From an optimization exercise on the open Yosys and OpenROAD flow, aimed at small area, a short achievable clock period and few clock cycles per item; shortcuts taken in it are not production practice.
The RTL was checked by simulation tests, not by an equivalence proof against the original design.
No activity file was given, so power comes from the tool's default toggle rates.

## amber
// mmacc_main
module mmacc_main (
  input  wire logic        clk,
  input  wire logic        s_rst_n,
  input  wire logic        ld_en_i,
  input  wire logic [4:0]  ld_add_i,
  input  wire logic [15:0] ld_data_i,
  input  wire logic        cmd_avail_i,
  input  wire logic [1:0]  cmd_slot_i,
  input  wire logic [2:0]  cmd_rot_i,
  input  wire logic        res_avail_i,
  input  wire logic [15:0] res_i,
  output logic             cmd_enquiry_o,
  output logic             feed_vld_o,
  output logic [15:0]      feed_data_o,
  output logic             feed_sop_o,
  output logic             feed_eop_o,
  output logic             sxt_vld_o,
  output logic [15:0]      sxt_data_o,
  output logic             sxt_last_o,
  output logic [1:0]       sxt_slot_o,
  output logic             done_o,
  output logic [1:0]       done_slot_o,
  output logic [3:0]       error_o
);
  logic [1:0] t_slot [4];
  logic [2:0] t_sidx [4];            
  logic [1:0] wr_ptr;                
  logic [2:0] ifc;                   
  logic       tab_full;
  logic       cmd_take;
  logic       x_done;                
  assign tab_full = ifc[2];
  assign cmd_take = cmd_avail_i & ~tab_full;
  always_ff @(posedge clk) begin
    if (!s_rst_n) begin
      wr_ptr <= '0;
      ifc    <= '0;
    end else begin
      wr_ptr <= wr_ptr + 2'(cmd_take);
  ...
For scale: ~730 flip-flops, about 94 I/O pins.
clock: 5.0 ns
lec_check: 0
cap_margin: 20
core_margin: 2
core_utilization: 40
cts_cluster_diameter: 100
cts_cluster_size: 28
place_density: 0.7
setup_slack_margin: 2.5
slew_margin: 20
run.sh (not shown) runs the stock make flow with config.mk's settings and CLKGATE_MAP_FILE= SYNTH_SCRIPT=/design/flow/synth_recipe.tcl, a recipe that flattens the netlist after the stock synthesis.
Testbench counts of amber, summed over its fixed seeds: cycles 2,958, items 256.
Edits applied to the flow inputs when going from amber to onyx:
Settings: PLACE_DENSITY no longer set, was 0.7; CTS_CLUSTER_SIZE now 30, was 28; CTS_CLUSTER_DIAMETER now 60, was 100.
Notes after the runs:
- In the tables for amber and onyx, routing usage on met2 reads higher with onyx.
- Looking only at worst stage delay on the critical path, and setting everything else aside, the lower value of amber and onyx goes to amber.
- Compared with amber, onyx ends up with more cell area.
- The higher signed area change from the synthesized netlist to the final layout of amber and onyx is in onyx.
- Looking at count of clock-buffer cells in the layout, onyx sits 1.9% below amber.
- Diff amber -> onyx: overall via count from detail_route went down by 314; final cell count up 17; number of buffers added for setup after CTS down 17.
Changes in pepper relative to onyx:
Settings: clearing CTS_CLUSTER_SIZE, which used to be 30; clearing CTS_CLUSTER_DIAMETER, which used to be 60.
Results
Global routing usage on met3 in pepper is 1.1 points above onyx. For pepper, the slowest cell on the critical path was sky130_fd_sc_hd__o31a_1, unlike onyx, where it was sky130_fd_sc_hd__mux4_2. | layout overhead on the synthesized area | higher: pepper |. | worst setup slack | higher: pepper |. The internal power number comes out higher for pepper vs onyx. Going from onyx to pepper, power spent charging and discharging nets barely changed, total CTS buffers climbed 32, global-route wire length before repair climbed about 1%. Detailed-routed wire length on met3 (pepper vs. onyx) increases by more than 10%. Highest metal layer used by the detailed router: met5 -> onyx, met4 -> pepper. Taking onyx as the reference, in pepper count of vias placed by the detailed router rose by 1.6%; summed area of non-filler cells in the final layout rose by 2.1%; final-report max-slew violation count saw little to no change.
### pepper -> cedar
Settings: CTS_CLUSTER_DIAMETER now 80, previously not set; CTS_CLUSTER_SIZE now 30, previously not set.
Results
cedar reached the end of the flow, and the finished layout is clean on the timing, DRC and antenna checks. Reported for cedar and pepper, mean area per synthesized cell turned out identical to the last digit. Diff pepper -> cedar: fraction of area in multi-input gates rose by 0.94 points; overall power after layout fell by about 10%; critical path depth fell by 10. Number of global-route vias before repair: cedar < pepper. Global routing met2 resource utilization (higher): pepper. In the metrics for cedar and pepper, the one carrying the lower routed wire length is cedar.
The inputs of sierra differ from those of cedar as listed below.
Settings: CTS_CLUSTER_DIAMETER: 80 -> 100; CTS_CLUSTER_SIZE: 30 -> 28; SLEW_MARGIN: 20 -> 10; CAP_MARGIN: 20 -> 10.
==> comparison <==
cedar has completed all stages; timing, DRC and antenna checks passed.
sierra went all the way through the flow, and no timing, DRC or antenna check failed.
Power density over the cells: higher on cedar
Reported for sierra and cedar, standard cell area after detailed placement turned out identical to the last digit.
The top layer used by detailed routing comes out met4 in one run and met5 in the other, namely in sierra and cedar respectively.
Number of buffers inserted by post-CTS setup repair went down by more than 10% going from cedar to sierra.
Routed wire in sierra totals less than in cedar.
sierra: clock skew lower than cedar
Global-route wire length before repair: sierra vs cedar down about 0.7%

========
Starting RTL as in the previous note.
==> flow/config.mk <==
export PLATFORM = sky130hd
export DESIGN_NAME = mmacc_main
export DESIGN_NICKNAME = mmacc_main
export VERILOG_FILES = /design/flow/design.v
export SDC_FILE = /design/flow/constraint.sdc
export NUM_CORES = 4
export LEC_CHECK = 0
export CAP_MARGIN = 20
export CORE_MARGIN = 2
export CORE_UTILIZATION = 40
export SETUP_SLACK_MARGIN = 2.3
export SLEW_MARGIN = 20
==> flow/constraint.sdc <==
create_clock -name core_clock -period 5.0 [get_ports {clk}]
set_input_delay 1.0000 -clock core_clock [delete_from_list [all_inputs] [get_ports {clk}]]
set_output_delay 1.0000 -clock core_clock [all_outputs]
set_load 0.01 [all_outputs]
Testbench counts at the start, summed over its fixed seeds: cycles 2,958, items 256.
Next try:
SETUP_SLACK_MARGIN = 2.8   (was 2.3)
Total power rises by 3.3%; first-iteration DRC count falls by 4.5%; global-route usage rises by 1.1 points; clock power falls by about 1%; critical path depth rises by 3.
Next try:
CTS_CLUSTER_DIAMETER = 100   (was unset)
CTS_CLUSTER_SIZE = 30   (was unset)
SETUP_SLACK_MARGIN = 2.5   (was 2.8)
=> Core utilization drops by 4.5 points; die area stays the same; global-route usage drops by 1.5 points; sequential share of layout area climbs by 5.1 points; setup slack is better by 69 ps; clock skew climbs by 9.1 ps; register-to-register slack is better by 70 ps.
Next try:
CTS_CLUSTER_SIZE = 28   (was 30)
TNS_END_PERCENT = 50   (was unset)
What happened: The changed run completed without violations. Die area stays the same. Setup slack is worse by 72 ps. Wire length hardly moves. Power increases slightly. Cell count increases slightly. Clock-buffer cell count came out higher by 6. Global-route usage fell by 0.33 points. First-iteration DRC count goes up by about a fifth. Cell area came out higher slightly. Core utilization came out higher by 0.50 points.

========
Setup of the reference run:
Starting RTL as in the previous note.
clock: 5.0 ns
lec_check: 0
cap_margin: 20
core_margin: 2
core_utilization: 40
cts_cluster_diameter: 100
cts_cluster_size: 28
setup_slack_margin: 2.6
slew_margin: 20
The reference run ran to completion and came out clean on the timing, DRC and antenna checks.
Testbench counts of the reference run, summed over its fixed seeds: cycles 2,958, items 256.
Relative to the reference run, the following input files were edited for the trial run:
# the reference run
export LEC_CHECK = 0
export CAP_MARGIN = 20
export CORE_MARGIN = 2
export CORE_UTILIZATION = 40
export CTS_CLUSTER_DIAMETER = 100
export CTS_CLUSTER_SIZE = 28
export SETUP_SLACK_MARGIN = 2.6
export SLEW_MARGIN = 20
create_clock -name core_clock -period 5.0 [get_ports {clk}]
# the trial run
export LEC_CHECK = 0
export CAP_MARGIN = 20
export CORE_MARGIN = 2
export CORE_UTILIZATION = 60
export SETUP_SLACK_MARGIN = 2.5
export SLEW_MARGIN = 20
create_clock -name core_clock -period 5.0 [get_ports {clk}]
[summary]
Fraction of cell area in non-clock buffers: the trial run and the reference run compared, lower one is the trial run. | number of design-rule violations left by the first detailed-router iteration | the trial run vs the reference run | about 11% higher |. Combinational cell power: the reference run vs the trial run — no meaningful difference. Side by side, overall fraction of global-route tracks in use turned out higher in the trial run than in the reference run. Relative to the reference run, the number of placement rows measured on the trial run has decreased by more than 10%.

========
== try-juniper ==
mmacc_main again, from the RTL that the note above started with.
==> flow/config.mk <==
export PLATFORM = sky130hd
export DESIGN_NAME = mmacc_main
export DESIGN_NICKNAME = mmacc_main
export VERILOG_FILES = /design/flow/design.v
export SDC_FILE = /design/flow/constraint.sdc
export NUM_CORES = 4
export LEC_CHECK = 0
export CAP_MARGIN = 20
export CORE_MARGIN = 2
export CORE_UTILIZATION = 40
export CTS_CLUSTER_DIAMETER = 80
export CTS_CLUSTER_SIZE = 24
export SETUP_SLACK_MARGIN = 2.5
export SLEW_MARGIN = 20
==> flow/constraint.sdc <==
create_clock -name core_clock -period 5.0 [get_ports {clk}]
set_input_delay 1.0000 -clock core_clock [delete_from_list [all_inputs] [get_ports {clk}]]
set_output_delay 1.0000 -clock core_clock [all_outputs]
set_load 0.01 [all_outputs]
try-juniper | status: complete | timing, DRC, antenna: pass
Testbench counts of try-juniper, summed over its fixed seeds: cycles 2,958, items 256.
[inputs] try-tundra vs try-juniper
# try-juniper
export LEC_CHECK = 0
export CAP_MARGIN = 20
export CORE_MARGIN = 2
export CORE_UTILIZATION = 40
export CTS_CLUSTER_DIAMETER = 80
export CTS_CLUSTER_SIZE = 24
export SETUP_SLACK_MARGIN = 2.5
export SLEW_MARGIN = 20
create_clock -name core_clock -period 5.0 [get_ports {clk}]
# try-tundra
export LEC_CHECK = 0
export CAP_MARGIN = 20
export CORE_MARGIN = 2
export CORE_UTILIZATION = 40
export CTS_CLUSTER_DIAMETER = 100
export CTS_CLUSTER_SIZE = 28
export SETUP_SLACK_MARGIN = 2.5
export SLEW_MARGIN = 20
create_clock -name core_clock -period 5.0 [get_ports {clk}]
The worst setup path category comes out primary input to register in one run and register to register in the other, namely in try-juniper and try-tundra respectively.
Taking try-juniper as the reference, in try-tundra headroom to the max-slew limit +3.3 points, fmax now larger, wire length fell by about 0.8%.
try-juniper → try-tundra: all-layer global routing usage dropped 0.21 points; setup slack climbed 0.033 ns.

re-timing with driven ports:
In the flow no input, the clock included, has a driving cell. The finished layouts below were timed again as built, in two steps.
Step 1, drivers: a clkbuf_16 drives clk and a buf_2 each remaining input, both assumed.
Step 2 times the ports against the registers' clock, not the clock port: input delays grow and output delays shrink by t, the midpoint of the rising clock arrivals with the driver on.
Three values: no drivers, after step 1, after step 2; two values: the first two.
run	t (ns)	slack for setup (ns)	hold WS [ns]	worst setup path after step 2	pins driven straight from the clock port
amber	0.714	2.397 / 2.397 / 1.781	0.450 / 0.450 / 0.450	input to register	1
onyx	0.675	2.461 / 2.461 / 1.819	0.439 / 0.439 / 0.439	input to register	1
pepper	0.667	2.485 / 2.470 / 1.849	0.430 / 0.430 / 0.430	input to register	1
cedar	0.665	2.357 / 2.389 / 1.725	0.444 / 0.444 / 0.444	input to register	1
sierra	0.688	2.484 / 2.460 / 1.839	0.444 / 0.444 / 0.444	input to register	1
the first run of note 2	0.683	2.321 / 2.296 / 1.718	0.424 / 0.424 / 0.424	input to register	1
the second run of note 2	0.676	2.421 / 2.421 / 1.879	0.426 / 0.426 / 0.426	input to register	1
the third run of note 2	0.704	2.490 / 2.445 / 1.818	0.445 / 0.445 / 0.445	input to register	1
the fourth run of note 2	0.694	2.418 / 2.370 / 1.776	0.444 / 0.444 / 0.444	input to register	1
the reference run	0.694	2.449 / 2.449 / 1.803	0.441 / 0.441 / 0.441	input to register	1
the trial run	0.674	2.414 / 2.414 / 1.786	0.429 / 0.429 / 0.429	input to register	1
try-juniper	0.656	2.451 / 2.468 / 1.833	0.442 / 0.442 / 0.442	input to register	1
try-tundra	0.688	2.484 / 2.460 / 1.839	0.444 / 0.444 / 0.444	input to register	1
After both steps every run listed still meets setup and hold. The setup slack of the third run of note 2, which loses most, moves by -0.045 ns with the drivers and by -0.672 ns with both steps.
